What follows belongs to an exercise in optimizing a design on an open flow for small area, a short achievable clock period and few clock cycles per item; a production flow would make more cautious choices.
Where RTL was checked, it was by simulation tests only, not by an equivalence proof against the original.
Power is estimated from default activity; no workload was simulated.

==> wip/maple <==
==> flow/design.v <==
package filter_pkg;
  localparam int PIX_W = 12;
  localparam int WIN_W = 9 * PIX_W;
endpackage
module line_buffer #(
  parameter int DEPTH = 160,
  parameter int WIDTH = 12,
  parameter int TAPS  = 4
) (
  input  logic                        clk,
  input  logic [TAPS-1:0]             wr,
  input  logic [WIDTH-1:0]            wdata,
  output logic [TAPS*WIDTH-1:0]       rd0,
  output logic [TAPS*WIDTH-1:0]       rd1
);
  localparam int S = DEPTH / TAPS;
  logic [DEPTH*WIDTH-1:0] r0, r1;
  always_ff @(posedge clk) begin
    r0 <= {r0[(DEPTH-1)*WIDTH-1:0], r0[DEPTH*WIDTH-1 -: WIDTH]};
    r1 <= {r1[(DEPTH-1)*WIDTH-1:0], r1[DEPTH*WIDTH-1 -: WIDTH]};
    for (int k = 0; k < TAPS; k++) begin
      if (wr[k]) begin
        r0[k*S*WIDTH +: WIDTH] <= wdata;
        r1[k*S*WIDTH +: WIDTH] <= r0[((k*S + DEPTH - 1) % DEPTH)*WIDTH +: WIDTH];
      end
    end
  end
  always_comb begin
    for (int k = 0; k < TAPS; k++) begin
      rd0[k*WIDTH +: WIDTH] = r0[((k*S + DEPTH - 1) % DEPTH)*WIDTH +: WIDTH];
      rd1[k*WIDTH +: WIDTH] = r1[((k*S + DEPTH - 1) % DEPTH)*WIDTH +: WIDTH];
    end
  end
endmodule
module filter_window_scheduler #(
  parameter int IMG_W = 160,
  parameter int IMG_H = 120,
  parameter int TAPS  = 4
) (
  input  logic             clk,
  input  logic             reset,
  input  logic             sof,
  input  logic [filter_pkg::PIX_W-1:0] pix_in,
  input  logic             pix_valid,
  output logic             pix_ready,
  output logic [filter_pkg::WIN_W-1:0] win_data,
  output logic             win_valid,
  input  logic             win_ready,
  output logic             win_last,
  output logic             busy
);
  localparam int PIX_W = filter_pkg::PIX_W;
  localparam int S     = IMG_W / TAPS;
  localparam int XW    = $clog2(IMG_W);
  localparam int YW    = $clog2(IMG_H);
  localparam int SW    = (S > 1) ? $clog2(S) : 1;
  localparam int TW    = (TAPS > 1) ? $clog2(TAPS) : 1;
  localparam logic [XW-1:0] X_LAST = XW'(IMG_W - 1);
  localparam logic [YW-1:0] Y_LAST = YW'(IMG_H - 1);
  logic [XW-1:0] ix;
  logic [YW-1:0] iy;
  logic          taking;
  logic             sk_v, sk_sof;
  logic [PIX_W-1:0] sk_pix;
  logic [XW-1:0] cx;
  logic [YW-1:0] cy;
  logic          em_act, em_own;
  logic [SW-1:0] sub;
  logic          sub0;    
  logic [TW-1:0] tk;
  logic [PIX_W-1:0] w00, w01, w02, w10, w11, w12, w20, w21, w22;
  logic [PIX_W-1:0] o0, o1, o2;
  logic need_align, out_free, src_pix, src_sof, visit, pix_visit, first, arm, abandon, emit;
  logic acc, to_skid, up_m, dn_m, last_win, ml, mr;
  logic taking_n, em_act_n, win_valid_n, win_last_n, sk_v_n, sk_sof_n;
  logic [TAPS-1:0] wr;
  logic [TAPS*PIX_W-1:0] rd0, rd1;
  logic [PIX_W-1:0] pix, col_t, col_m, col_b;
  assign pix_ready  = reset && !sk_v;
  assign acc        = pix_valid && !sk_v;
  assign need_align = taking || em_act;
  assign out_free   = !win_valid || win_ready;
  assign src_sof    = sk_v ? sk_sof : sof;
  assign pix        = sk_v ? sk_pix : pix_in;
  assign src_pix    = (sk_v || pix_valid) && (src_sof || taking);
  assign visit      = sub0 && out_free && (src_pix || (em_act && !taking));
  assign pix_visit  = visit && src_pix;
  assign to_skid    = acc && (sof || taking) && !visit;
  assign first      = pix_visit && src_sof;
  assign arm        = pix_visit && !src_sof && ix == '0 && iy == YW'(1);
  assign abandon    = first && taking && em_own;
  assign emit       = visit && em_act && !abandon;
  assign last_win   = cx == X_LAST && cy == Y_LAST;
  assign up_m = pix_visit && !src_sof && iy == YW'(1);
  assign dn_m = !(pix_visit && !src_sof && iy != '0);
  always_comb begin
    col_t = '0;
    col_m = '0;
    for (int k = 0; k < TAPS; k++) begin
      col_t = col_t | ((tk == TW'(k)) ? rd1[k*PIX_W +: PIX_W] : '0);
      col_m = col_m | ((tk == TW'(k)) ? rd0[k*PIX_W +: PIX_W] : '0);
    end
    col_t = up_m ? '0 : col_t;
    col_b = dn_m ? '0 : pix;
    for (int k = 0; k < TAPS; k++)
      wr[k] = visit && tk == TW'(k);
  end
  line_buffer #(.DEPTH(IMG_W), .WIDTH(PIX_W), .TAPS(TAPS)) u_lb (
    .clk(clk), .wr(wr), .wdata(pix), .rd0(rd0), .rd1(rd1));
  always_comb begin
    taking_n = taking;
    if (pix_visit) begin
      if (src_sof) taking_n = 1'b1;
      else if (ix == X_LAST && iy == Y_LAST) taking_n = 1'b0;
    end
    em_act_n = em_act;
    if (emit && last_win) em_act_n = 1'b0;
    if (abandon)          em_act_n = 1'b0;
    if (arm)              em_act_n = 1'b1;
    win_valid_n = emit ? 1'b1 : (win_ready ? 1'b0 : win_valid);
    win_last_n  = emit ? last_win : (win_ready ? 1'b0 : win_last);
    sk_v_n   = sk_v ? !visit : to_skid;
    sk_sof_n = sk_v ? sk_sof : sof;
  end
  assign ml = emit && cx == '0;
  assign mr = emit && cx == X_LAST;
  always_ff @(posedge clk) begin
    if (visit) begin
      w00 <= ml ? '0 : w01;  w01 <= w02;  w02 <= col_t;
      w10 <= ml ? '0 : w11;  w11 <= w12;  w12 <= col_m;
      w20 <= ml ? '0 : w21;  w21 <= w22;  w22 <= col_b;
      o0 <= mr ? '0 : col_t;
      o1 <= mr ? '0 : col_m;
      o2 <= mr ? '0 : col_b;
    end
    if (!sk_v) begin
      sk_pix <= pix_in;
      sk_sof <= sof;
    end
    win_last <= win_last_n;
    if (!need_align) begin
      sub <= '0;
    end else if (!visit) begin
      if (sub == SW'(S - 1)) begin
        sub <= '0;
        tk  <= (tk == TW'(TAPS - 1)) ? '0 : tk + 1'b1;
      end else begin
        sub <= sub + 1'b1;
      end
    end
    if (pix_visit) begin
      if (src_sof) begin
        ix <= XW'(1);
        iy <= '0;
      end else if (ix == X_LAST) begin
        ix <= '0;
        iy <= iy + 1'b1;
      end else begin
        ix <= ix + 1'b1;
      end
    end
    if (arm || abandon) begin
      cx <= '0;
      cy <= '0;
    end else if (emit) begin
      if (cx == X_LAST) begin
        cx <= '0;
        cy <= (cy == Y_LAST) ? '0 : cy + 1'b1;
      end else begin
        cx <= cx + 1'b1;
      end
    end
    if (first)    em_own <= 1'b0;
    else if (arm) em_own <= 1'b1;
  end
  always_ff @(posedge clk or negedge reset) begin
    if (!reset) begin
      taking    <= 1'b0;
      em_act    <= 1'b0;
      win_valid <= 1'b0;
      sk_v      <= 1'b0;
      sub0      <= 1'b1;
      busy      <= 1'b0;
    end else begin
      taking    <= taking_n;
      em_act    <= em_act_n;
      win_valid <= win_valid_n;
      sk_v      <= sk_v_n;
      sub0      <= !need_align || visit || sub == SW'(S - 1);
      busy      <= taking_n || em_act_n || (win_valid_n && win_last_n) || (sk_v_n && sk_sof_n);
    end
  end
  assign win_data[107:96] = w11;
  assign win_data[95:84]  = w10;
  assign win_data[83:72]  = o1;
  assign win_data[71:60]  = w01;
  assign win_data[59:48]  = w21;
  assign win_data[47:36]  = w00;
  assign win_data[35:24]  = o0;
  assign win_data[23:12]  = w20;
  assign win_data[11:0]   = o2;
endmodule
==> flow/flow/run.sh <==
#!/bin/bash
set -euo pipefail
export CTS_ARGS="-sink_clustering_enable -repair_clock_nets -sink_clustering_size 32 -sink_clustering_max_diameter 60 -buf_list sky130_fd_sc_hd__clkbuf_16 -dont_use_dummy_load"
echo "CTS_ARGS=$CTS_ARGS" > standard.log
bash standard.sh >> standard.log 2>&1
==> flow/standard.sh <==
#!/bin/bash
# synth_recipe.tcl (not shown) runs the flow's synth.tcl, then flattens the netlist and writes it again
# the make line also repeats each setting of config.mk as NAME=value (left out here)
make -C /OpenROAD-flow-scripts/flow DESIGN_CONFIG=/design/flow/config.mk WORK_HOME=/design/flow/orfs CLKGATE_MAP_FILE= SYNTH_SCRIPT=/design/flow/synth_recipe.tcl "${@:-finish}"
==> flow/config.mk <==
export PLATFORM = sky130hd
export DESIGN_NAME = filter_window_scheduler
export DESIGN_NICKNAME = filter_window_scheduler
export VERILOG_FILES = /design/flow/design.v
export SDC_FILE = /design/flow/constraint.sdc
export NUM_CORES = 4
export LEC_CHECK = 0
export CAP_MARGIN = 20
export CORE_MARGIN = 2
export CORE_UTILIZATION = 40
export CTS_BUF_LIST = sky130_fd_sc_hd__clkbuf_16
export CTS_CLUSTER_DIAMETER = 60
export CTS_CLUSTER_SIZE = 32
export SETUP_SLACK_MARGIN = 3.9
export SLEW_MARGIN = 20
==> flow/constraint.sdc <==
create_clock -name core_clock -period 7.0 [get_ports {clk}]
set_input_delay 1.4000 -clock core_clock [delete_from_list [all_inputs] [get_ports {clk}]]
set_output_delay 1.4000 -clock core_clock [all_outputs]
set_load 0.01 [all_outputs]
==> inputs of wip/tundra, as changes to wip/maple <==
--- a/flow/design.v
+++ b/flow/design.v
@@ -5,7 +5,7 @@
 module line_buffer #(
   parameter int DEPTH = 160,
   parameter int WIDTH = 12,
-  parameter int TAPS  = 4
+  parameter int TAPS  = 16
 ) (
   input  logic                        clk,
   input  logic [TAPS-1:0]             wr,
@@ -35,7 +35,7 @@
 module filter_window_scheduler #(
   parameter int IMG_W = 160,
   parameter int IMG_H = 120,
-  parameter int TAPS  = 4
+  parameter int TAPS  = 16
 ) (
   input  logic             clk,
   input  logic             reset,
@@ -60,7 +60,7 @@
   logic [XW-1:0] ix;
   logic [YW-1:0] iy;
   logic          taking;
-  logic             sk_v, sk_sof;
+  logic             sk_e, sk_v, sk_sof;
   logic [PIX_W-1:0] sk_pix;
   logic [XW-1:0] cx;
   logic [YW-1:0] cy;
@@ -76,8 +76,9 @@
   logic [TAPS-1:0] wr;
   logic [TAPS*PIX_W-1:0] rd0, rd1;
   logic [PIX_W-1:0] pix, col_t, col_m, col_b;
-  assign pix_ready  = reset && !sk_v;
-  assign acc        = pix_valid && !sk_v;
+  assign sk_v       = !sk_e;
+  assign pix_ready  = reset && sk_e;
+  assign acc        = pix_valid && sk_e;
   assign need_align = taking || em_act;
   assign out_free   = !win_valid || win_ready;
   assign src_sof    = sk_v ? sk_sof : sof;
@@ -178,14 +179,14 @@
       taking    <= 1'b0;
       em_act    <= 1'b0;
       win_valid <= 1'b0;
-      sk_v      <= 1'b0;
+      sk_e      <= 1'b1;
       sub0      <= 1'b1;
       busy      <= 1'b0;
     end else begin
       taking    <= taking_n;
       em_act    <= em_act_n;
       win_valid <= win_valid_n;
-      sk_v      <= sk_v_n;
+      sk_e      <= !sk_v_n;
       sub0      <= !need_align || visit || sub == SW'(S - 1);
       busy      <= taking_n || em_act_n || (win_valid_n && win_last_n) || (sk_v_n && sk_sof_n);
     end
==> flow/flow/run.sh (replaced) <==
#!/bin/bash
set -euo pipefail
export CTS_ARGS="-sink_clustering_enable -repair_clock_nets -sink_clustering_size 32 -sink_clustering_max_diameter 60 -buf_list sky130_fd_sc_hd__clkbuf_16 -dont_use_dummy_load"
export BUFFER_PORTS_ARGS="-buffer_cell sky130_fd_sc_hd__buf_2"
echo "CTS_ARGS=$CTS_ARGS" > standard.log
echo "BUFFER_PORTS_ARGS=$BUFFER_PORTS_ARGS" >> standard.log
bash standard.sh >> standard.log 2>&1
- ABC_AREA: default -> 1
- CORE_UTILIZATION: 40 -> 60
==> inputs of wip/sierra, as changes to wip/maple <==
--- a/flow/design.v
+++ b/flow/design.v
@@ -5,7 +5,7 @@
 module line_buffer #(
   parameter int DEPTH = 160,
   parameter int WIDTH = 12,
-  parameter int TAPS  = 4
+  parameter int TAPS  = 16
 ) (
   input  logic                        clk,
   input  logic [TAPS-1:0]             wr,
@@ -35,7 +35,7 @@
 module filter_window_scheduler #(
   parameter int IMG_W = 160,
   parameter int IMG_H = 120,
-  parameter int TAPS  = 4
+  parameter int TAPS  = 16
 ) (
   input  logic             clk,
   input  logic             reset,
@@ -60,7 +60,7 @@
   logic [XW-1:0] ix;
   logic [YW-1:0] iy;
   logic          taking;
-  logic             sk_v, sk_sof;
+  logic             sk_e, sk_v, sk_sof;
   logic [PIX_W-1:0] sk_pix;
   logic [XW-1:0] cx;
   logic [YW-1:0] cy;
@@ -76,8 +76,9 @@
   logic [TAPS-1:0] wr;
   logic [TAPS*PIX_W-1:0] rd0, rd1;
   logic [PIX_W-1:0] pix, col_t, col_m, col_b;
-  assign pix_ready  = reset && !sk_v;
-  assign acc        = pix_valid && !sk_v;
+  assign sk_v       = !sk_e;
+  assign pix_ready  = reset && sk_e;
+  assign acc        = pix_valid && sk_e;
   assign need_align = taking || em_act;
   assign out_free   = !win_valid || win_ready;
   assign src_sof    = sk_v ? sk_sof : sof;
@@ -178,14 +179,14 @@
       taking    <= 1'b0;
       em_act    <= 1'b0;
       win_valid <= 1'b0;
-      sk_v      <= 1'b0;
+      sk_e      <= 1'b1;
       sub0      <= 1'b1;
       busy      <= 1'b0;
     end else begin
       taking    <= taking_n;
       em_act    <= em_act_n;
       win_valid <= win_valid_n;
-      sk_v      <= sk_v_n;
+      sk_e      <= !sk_v_n;
       sub0      <= !need_align || visit || sub == SW'(S - 1);
       busy      <= taking_n || em_act_n || (win_valid_n && win_last_n) || (sk_v_n && sk_sof_n);
     end
==> flow/flow/run.sh (replaced) <==
#!/bin/bash
set -euo pipefail
export CTS_ARGS="-sink_clustering_enable -repair_clock_nets -sink_clustering_size 32 -sink_clustering_max_diameter 60 -buf_list sky130_fd_sc_hd__clkbuf_16 -dont_use_dummy_load"
export BUFFER_PORTS_ARGS="-buffer_cell sky130_fd_sc_hd__buf_2"
echo "CTS_ARGS=$CTS_ARGS" > standard.log
echo "BUFFER_PORTS_ARGS=$BUFFER_PORTS_ARGS" >> standard.log
bash standard.sh >> standard.log 2>&1
- ABC_AREA: default -> 1
- SETUP_SLACK_MARGIN: 3.9 -> 4.1
==> summary of the runs <==
wip/sierra completed with no timing, DRC or antenna violations. wip/tundra ran to the end with no violations. wip/maple finished clean. First-iteration DRC count, highest first: wip/sierra, wip/tundra, wip/maple. Total power: wip/maple < wip/tundra < wip/sierra. Between wip/sierra and wip/maple, the lower synthesized cell count is in wip/maple (gap about 30%, measured against wip/maple). Worst setup slack: wip/tundra > wip/sierra > wip/maple. Flip-flop and latch count is the same in wip/tundra and wip/maple.
==> figures <==
| item | wip/tundra | wip/maple | wip/sierra |
|---|---|---|---|
| Synthesized-area fraction occupied by xor and xnor cells | 0.0952% | 0.223% | 0.0952% |
| Num rows | 143 | 170 | 176 |
| Placer's final routability congestion estimate | 0.784 | 0.777 | 0.820 |
| Effective utilization at floorplan | 60.5% | 40.2% | 40.1% |
| Non-Filler Cell Area, Final | 99,800 sq um | 95,500 sq um | 102,000 sq um |
| Met1 demand-to-capacity share in global routing | 31.8% | 14.1% | 20.4% |
| Post-synthesis share of cell area spent on and, or, nand and nor gates | 4.79% | 1.56% | 4.79% |
| Comb pwr share | 4.8% | 3.3% | 5.2% |
| Final area over synthesized area | 1.084x | 1.106x | 1.103x |
| Run status | no timing/DRC/antenna violations | no timing/DRC/antenna violations | no timing/DRC/antenna violations |
| CP Capture Type | flip-flop | output pin | output pin |
Testbench counts of wip/tundra, summed over its fixed seeds: cycles 308,496, items 307,200.
Testbench counts of wip/sierra, summed over its fixed seeds: cycles 308,496, items 307,200.
For wip/maple, only the layout was checked, not whether the RTL still works.

-- afterwards: timing with drivers on the ports --
The results above use ideal ports. As a check the final layouts listed here were re-extracted and re-timed, cells and wires unchanged.
Step 1 assumes that a clkbuf_16 drives the clock port and a buf_2 every other input.
Step 2 also shifts input and output timing later by t, the mid clock arrival at the registers, as if the neighbouring blocks saw the same clock.
a / b / c = ideal ports / drivers / drivers and shift; a / b = the first two.
run | t (ns) | setup WS [ns] | hold slack, ns | worst register clock-pin slew, ns
wip/maple | 0.849 | 3.801 / 3.738 / 3.048 | 0.254 / 0.254 / 0.254 | 0.11 / 0.11
wip/tundra | 0.863 | 3.899 / 3.864 / 3.157 | 0.263 / 0.263 / 0.263 | 0.11 / 0.11
wip/sierra | 0.883 | 3.885 / 3.835 / 3.363 | 0.249 / 0.249 / 0.249 | 0.11 / 0.11
After both steps every run listed still meets setup and hold. For wip/maple, which loses most, drivers alone change the setup slack by -0.063 ns; drivers and shift together by -0.753 ns.
